What follows belongs to an exercise in optimizing a design on an open flow for small area, a short achievable clock period and few clock cycles per item; a production flow would make more cautious choices.
In this exercise RTL edits were held to simulation tests only and were not proved equivalent to the original.
Power is estimated from default activity; no workload was simulated.

// preemptive_priority_ready_queue
module preemptive_priority_ready_queue (
   input  logic        clock,
   input  logic        reset,
   input  logic        req_tvalid,
   output logic        req_tready,
   input  logic [23:0] req_tdata,   
   input  logic [1:0]  req_tuser,   
   output logic        rsp_tvalid,
   input  logic        rsp_tready,
   output logic [23:0] rsp_tdata,   
   output logic [1:0]  rsp_tuser,   
   input  logic        csr_psel,
   input  logic        csr_penable,
   input  logic        csr_pwrite,
   input  logic [2:0]  csr_paddr,
   input  logic [31:0] csr_pwdata,
   output logic [31:0] csr_prdata,
   output logic        csr_pready
);
clock: 5.5 ns
lec_check: 0
cap_margin: 20
core_margin: 2
core_utilization: 40
cts_cluster_diameter: 80
cts_cluster_size: 20
setup_slack_margin: 2.2
slew_margin: 20
run.sh (not shown) runs the stock make flow with config.mk's settings and CLKGATE_MAP_FILE= SYNTH_SCRIPT=/design/flow/synth_recipe.tcl, a recipe that flattens the netlist after the stock synthesis.
Testbench counts at the start, summed over its fixed seeds: cycles 12,008, items 12,000.
==> next run, changes <==
SETUP_SLACK_MARGIN = 2.3   (was 2.2)
Outcome:
- The changed run finished clean
- fmax grows by about 1.4%
- worst hold slack gains 0.0099 ns
- area after synthesis is unchanged
- cell area went up by about 5%
- worst setup slack improved by 0.045 ns
- synthesized cell count does not change
- first-iteration DRC count rises by 19%
- combinational power goes up by 8.8%
- core utilization went up by 2.3 points
==> next run, changes <==
CTS_CLUSTER_DIAMETER = default   (was 80)
CTS_CLUSTER_SIZE = default   (was 20)
SETUP_SLACK_MARGIN = 2.0   (was 2.3)
Result: The new run finished with timing, DRC and antenna clean; routed wire length falls by 6.7%; die area does not change; count of clock-buffer cells in the layout is higher by 31; synthesized cell count stays the same; setup slack got worse by 0.22 ns; critical path depth decreases by 4; register-to-register slack gains 0.04 ns; cell count went down by 1.0%; via count goes down by 3.6%; global-route usage came out lower by 1.7 points.
==> next run, changes <==
CTS_CLUSTER_DIAMETER = 80   (was default)
CTS_CLUSTER_SIZE = 20   (was default)
=>
- worst hold slack hardly moves
- final cell count decreases by 0.98%
- critical path depth decreases by 1
- global-route usage decreases by 0.39 points
- area after synthesis stays the same

* * *

The RTL this note starts from:
==> flow/design.v <==
package ppq_pkg;
   localparam int QUEUE_DEPTH = 16;
   localparam int IDX_W = $clog2(QUEUE_DEPTH);
   localparam int CNT_W = $clog2(QUEUE_DEPTH + 1);
   localparam int COUNT_FIELD_W = 5;
   typedef enum logic [1:0] {
      ACT_ENQUEUE = 2'd0,
      ACT_PICK    = 2'd1,
      ACT_STEAL   = 2'd2,
      ACT_NOP     = 2'd3
   } action_type;
   typedef enum logic [1:0] {
      STAT_DONE    = 2'd0,
      STAT_IGNORED = 2'd1,
      STAT_FULL    = 2'd2,
      STAT_EMPTY   = 2'd3
   } status_type;
   typedef enum logic {
      ST_IDLE = 1'b0,
      ST_EXEC = 1'b1
   } state_type;
   typedef struct packed {
      logic load;    
      logic exec;    
   } cmd_type;
   typedef struct packed {
      logic [7:0]               task_id;
      logic [7:0]               task_prio;
      logic                     runnable;
      logic                     task_is_idle;
   } req_fields_type;
   typedef struct packed {
      status_type               status;
      logic [7:0]               out_task_id;
      logic [7:0]               out_task_prio;
      logic                     resched_req;
      logic [COUNT_FIELD_W-1:0] queue_count;
   } rsp_fields_type;
endpackage
module ppq_datapath (
   input  logic        clock,
   input  logic        reset,
   input  logic        exec,
   input  logic [1:0]  act,
   input  logic [7:0]  r_id,
   input  logic [7:0]  r_prio,
   input  logic        r_runnable,
   input  logic        r_idle,
   input  logic        preempt_en,
   output logic [1:0]  rsp_status,
   output logic [7:0]  rsp_id,
   output logic [7:0]  rsp_prio,
   output logic        rsp_resched,
   output logic [4:0]  rsp_count
);
   localparam int N = 16;
   logic [7:0]   task_ff [N];
   logic [7:0]   prio_ff [N];
   logic [N-1:0] occ_ff, head_ff;
   logic [4:0]   count_ff;
   logic [7:0]   run_task_ff, run_prio_ff;
   logic         run_valid_ff, front_mark_ff, resched_ff;
   logic [1:0]   status_ff;
   logic [7:0]   out_id_ff, out_prio_ff;
   logic [N-1:0] tail, rd, lt, eq, same, stay, shift, wr;
   logic         hit, full, empty, front;
   logic         ins, pick_ok, steal_ok, set_resched;
   logic [1:0]   status_in;
   logic [7:0]   rd_id, rd_prio;
   function automatic logic [1:0] cmp8(input logic [7:0] a, input logic [7:0] b);
      logic l, e;
      l = 1'b0;
      e = 1'b1;
      for (int k = 7; k >= 0; k--) begin
         l = l | (e & ~a[k] & b[k]);
         e = e & ~(a[k] ^ b[k]);
      end
      cmp8 = {l, e};
   endfunction
   logic [1:0] crun;
   always_comb begin
      for (int i = 0; i < N; i++) begin
         {lt[i], eq[i]} = cmp8(prio_ff[i], r_prio);
         same[i] = occ_ff[i] && (task_ff[i] == r_id);
         tail[i] = occ_ff[i] && (!occ_ff[(i + 1) % N] || head_ff[(i + 1) % N]);
         rd[i]   = (act == 2'd1) ? head_ff[i] : tail[i];
      end
      crun  = cmp8(r_prio, run_prio_ff);
      front = run_valid_ff && front_mark_ff && (r_id == run_task_ff);
      hit   = |same;
      for (int i = 0; i < N; i++) begin
         stay[i] = occ_ff[i] && (lt[i] || (!front && eq[i]));
      end
      rd_id   = 8'd0;
      rd_prio = 8'd0;
      for (int i = 0; i < N; i++) begin
         rd_id   = rd_id | ({8{rd[i]}} & task_ff[i]);
         rd_prio = rd_prio | ({8{rd[i]}} & prio_ff[i]);
      end
   end
   assign full  = count_ff[4];
   assign empty = !(|occ_ff);
   assign ins         = exec && (act == 2'd0) && !r_idle && !hit && !full;
   assign pick_ok     = exec && (act == 2'd1) && !empty;
   assign steal_ok    = exec && (act == 2'd2) && !empty;
   assign set_resched = !r_runnable && preempt_en && run_valid_ff && crun[1];
   always_comb begin
      case (act)
         2'd0: status_in = (r_idle || hit) ? 2'd1 : full ? 2'd2 : 2'd0;
         2'd1, 2'd2: status_in = empty ? 2'd3 : 2'd0;
         default: status_in = 2'd0;
      endcase
   end
   always_comb begin
      for (int i = 0; i < N; i++) begin
         shift[i] = occ_ff[(i + N - 1) % N] && !stay[(i + N - 1) % N];
         wr[i]    = ins && (shift[i] || (!stay[i] && (stay[(i + N - 1) % N] || head_ff[i])));
      end
   end
   always_ff @(posedge clock) begin
      for (int i = 0; i < N; i++) begin
         task_ff[i] <= ({8{!wr[i]}} & task_ff[i]) | ({8{wr[i] & shift[i]}} & task_ff[(i + N - 1) % N])
                     | ({8{wr[i] & !shift[i]}} & r_id);
         prio_ff[i] <= ({8{!wr[i]}} & prio_ff[i]) | ({8{wr[i] & shift[i]}} & prio_ff[(i + N - 1) % N])
                     | ({8{wr[i] & !shift[i]}} & r_prio);
      end
   end
   always_ff @(posedge clock) begin
      if (exec) begin
         status_ff   <= status_in;
         out_id_ff   <= (act[1] ^ act[0]) && !empty ? rd_id : 8'd0;
         out_prio_ff <= (act[1] ^ act[0]) && !empty ? rd_prio : 8'd0;
      end
   end
   always_ff @(posedge clock) begin
      if (reset) begin
         occ_ff        <= '0;
         head_ff       <= 16'd1;
         count_ff      <= '0;
         run_task_ff   <= '0;
         run_prio_ff   <= '0;
         run_valid_ff  <= 1'b0;
         front_mark_ff <= 1'b0;
         resched_ff    <= 1'b0;
      end else begin
         occ_ff <= (occ_ff | wr) & ~({N{pick_ok}} & head_ff) & ~({N{steal_ok}} & tail);
         if (ins) begin
            count_ff <= count_ff + 5'd1;
            if (set_resched) begin
               resched_ff    <= 1'b1;
               front_mark_ff <= 1'b1;
            end else if (front) begin
               front_mark_ff <= 1'b0;
            end
         end
         if (pick_ok || steal_ok) count_ff <= count_ff - 5'd1;
         if (exec && act == 2'd1) resched_ff <= 1'b0;
         if (pick_ok) begin
            head_ff       <= {head_ff[N-2:0], head_ff[N-1]};
            run_task_ff   <= rd_id;
            run_prio_ff   <= rd_prio;
            run_valid_ff  <= 1'b1;
            front_mark_ff <= 1'b0;
         end
      end
   end
   assign rsp_status  = status_ff;
   assign rsp_id      = out_id_ff;
   assign rsp_prio    = out_prio_ff;
   assign rsp_resched = resched_ff;
   assign rsp_count   = count_ff;
endmodule
module preemptive_priority_ready_queue (
   input  logic        clock,
   input  logic        reset,
   input  logic        req_tvalid,
   output logic        req_tready,
   input  logic [23:0] req_tdata,   
   input  logic [1:0]  req_tuser,   
   output logic        rsp_tvalid,
   input  logic        rsp_tready,
   output logic [23:0] rsp_tdata,   
   output logic [1:0]  rsp_tuser,   
   input  logic        csr_psel,
   input  logic        csr_penable,
   input  logic        csr_pwrite,
   input  logic [2:0]  csr_paddr,
   input  logic [31:0] csr_pwdata,
   output logic [31:0] csr_prdata,
   output logic        csr_pready
);
   logic        preempt_en_ff;
   logic        rsp_valid_ff;
   logic        exec;
   logic [1:0]  rsp_status;
   logic [7:0]  rsp_id, rsp_prio;
   logic        rsp_resched;
   logic [4:0]  rsp_count;
   assign csr_pready = 1'b1;
   assign csr_prdata = {31'b0, preempt_en_ff && !csr_paddr[2]};
   always_ff @(posedge clock) begin
      if (reset) begin
         preempt_en_ff <= 1'b0;
      end else if (csr_psel && csr_penable && csr_pwrite && !csr_paddr[2]) begin
         preempt_en_ff <= csr_pwdata[0];
      end
   end
   assign req_tready = !rsp_valid_ff || rsp_tready;
   assign exec       = req_tvalid && req_tready;
   assign rsp_tvalid = rsp_valid_ff;
   always_ff @(posedge clock) begin
      if (reset) begin
         rsp_valid_ff <= 1'b0;
      end else if (req_tready) begin
         rsp_valid_ff <= req_tvalid;
      end
   end
   ppq_datapath u_datapath (
      .clock       (clock),
      .reset       (reset),
      .exec        (exec),
      .act         (req_tuser),
      .r_id        (req_tdata[7:0]),
      .r_prio      (req_tdata[15:8]),
      .r_runnable  (req_tdata[16]),
      .r_idle      (req_tdata[17]),
      .preempt_en  (preempt_en_ff),
      .rsp_status  (rsp_status),
      .rsp_id      (rsp_id),
      .rsp_prio    (rsp_prio),
      .rsp_resched (rsp_resched),
      .rsp_count   (rsp_count)
   );
   assign rsp_tuser = rsp_status;
   assign rsp_tdata = {2'b00, rsp_count, rsp_resched, rsp_prio, rsp_id};
endmodule
clock: 5.5 ns
lec_check: 0
cap_margin: 20
core_margin: 2
core_utilization: 40
cts_cluster_diameter: 80
cts_cluster_size: 20
setup_slack_margin: 2.4
slew_margin: 20
The baseline finished with timing, DRC and antenna clean.
Testbench counts at the start, summed over its fixed seeds: cycles 12,008, items 12,000.
Edit:
Settings changed: SETUP_SLACK_MARGIN 2.4 to 2.2, TNS_END_PERCENT set to 10.
Outcome: The new run finished clean; die area does not change; wire length decreases by 6.1%; area after synthesis stays the same; design area decreases by 9.1%; clock-buffer cell count decreases by 5; via count decreases by 3.7%; total power decreases by 2.6%; core utilization decreases by 4.8 points; final cell count decreases by 2.8%; sequential cell count stays the same.

-- re-timing with driven ports --
The flow's constraints put no driver on any port. The routed layouts listed below were extracted and timed again, unchanged, in two steps.
Step 1 (the two cells are an assumption about what drives the block):
set clk [get_ports {clock}]
set_driving_cell -lib_cell sky130_fd_sc_hd__clkbuf_16 $clk
set_driving_cell -lib_cell sky130_fd_sc_hd__buf_2 [delete_from_list [all_inputs] $clk]
Step 2 times the ports against the registers' clock, not the clock port: input delays grow and output delays shrink by t, the midpoint of the rising clock arrivals with the driver on.
a / b / c = no drivers / after step 1 / after step 2; a / b = the first two.
run	t (ns)	setup slack, ns	worst register clock-pin slew, ns
the first run of note 1	0.637	2.193 / 2.218 / 1.581	0.09 / 0.09
the second run of note 1	0.640	2.238 / 2.189 / 1.549	0.09 / 0.09
the third run of note 1	0.627	2.019 / 2.046 / 1.419	0.07 / 0.07
the fourth run of note 1	0.642	2.003 / 2.038 / 1.396	0.09 / 0.09
the first run of note 2	0.639	2.177 / 2.133 / 1.494	0.10 / 0.10
the second run of note 2	0.635	2.031 / 2.032 / 1.397	0.09 / 0.09
After both steps setup and hold are still met in every run listed. For the second run of note 1, which loses most, drivers alone change the setup slack by -0.049 ns; drivers and shift together by -0.689 ns.
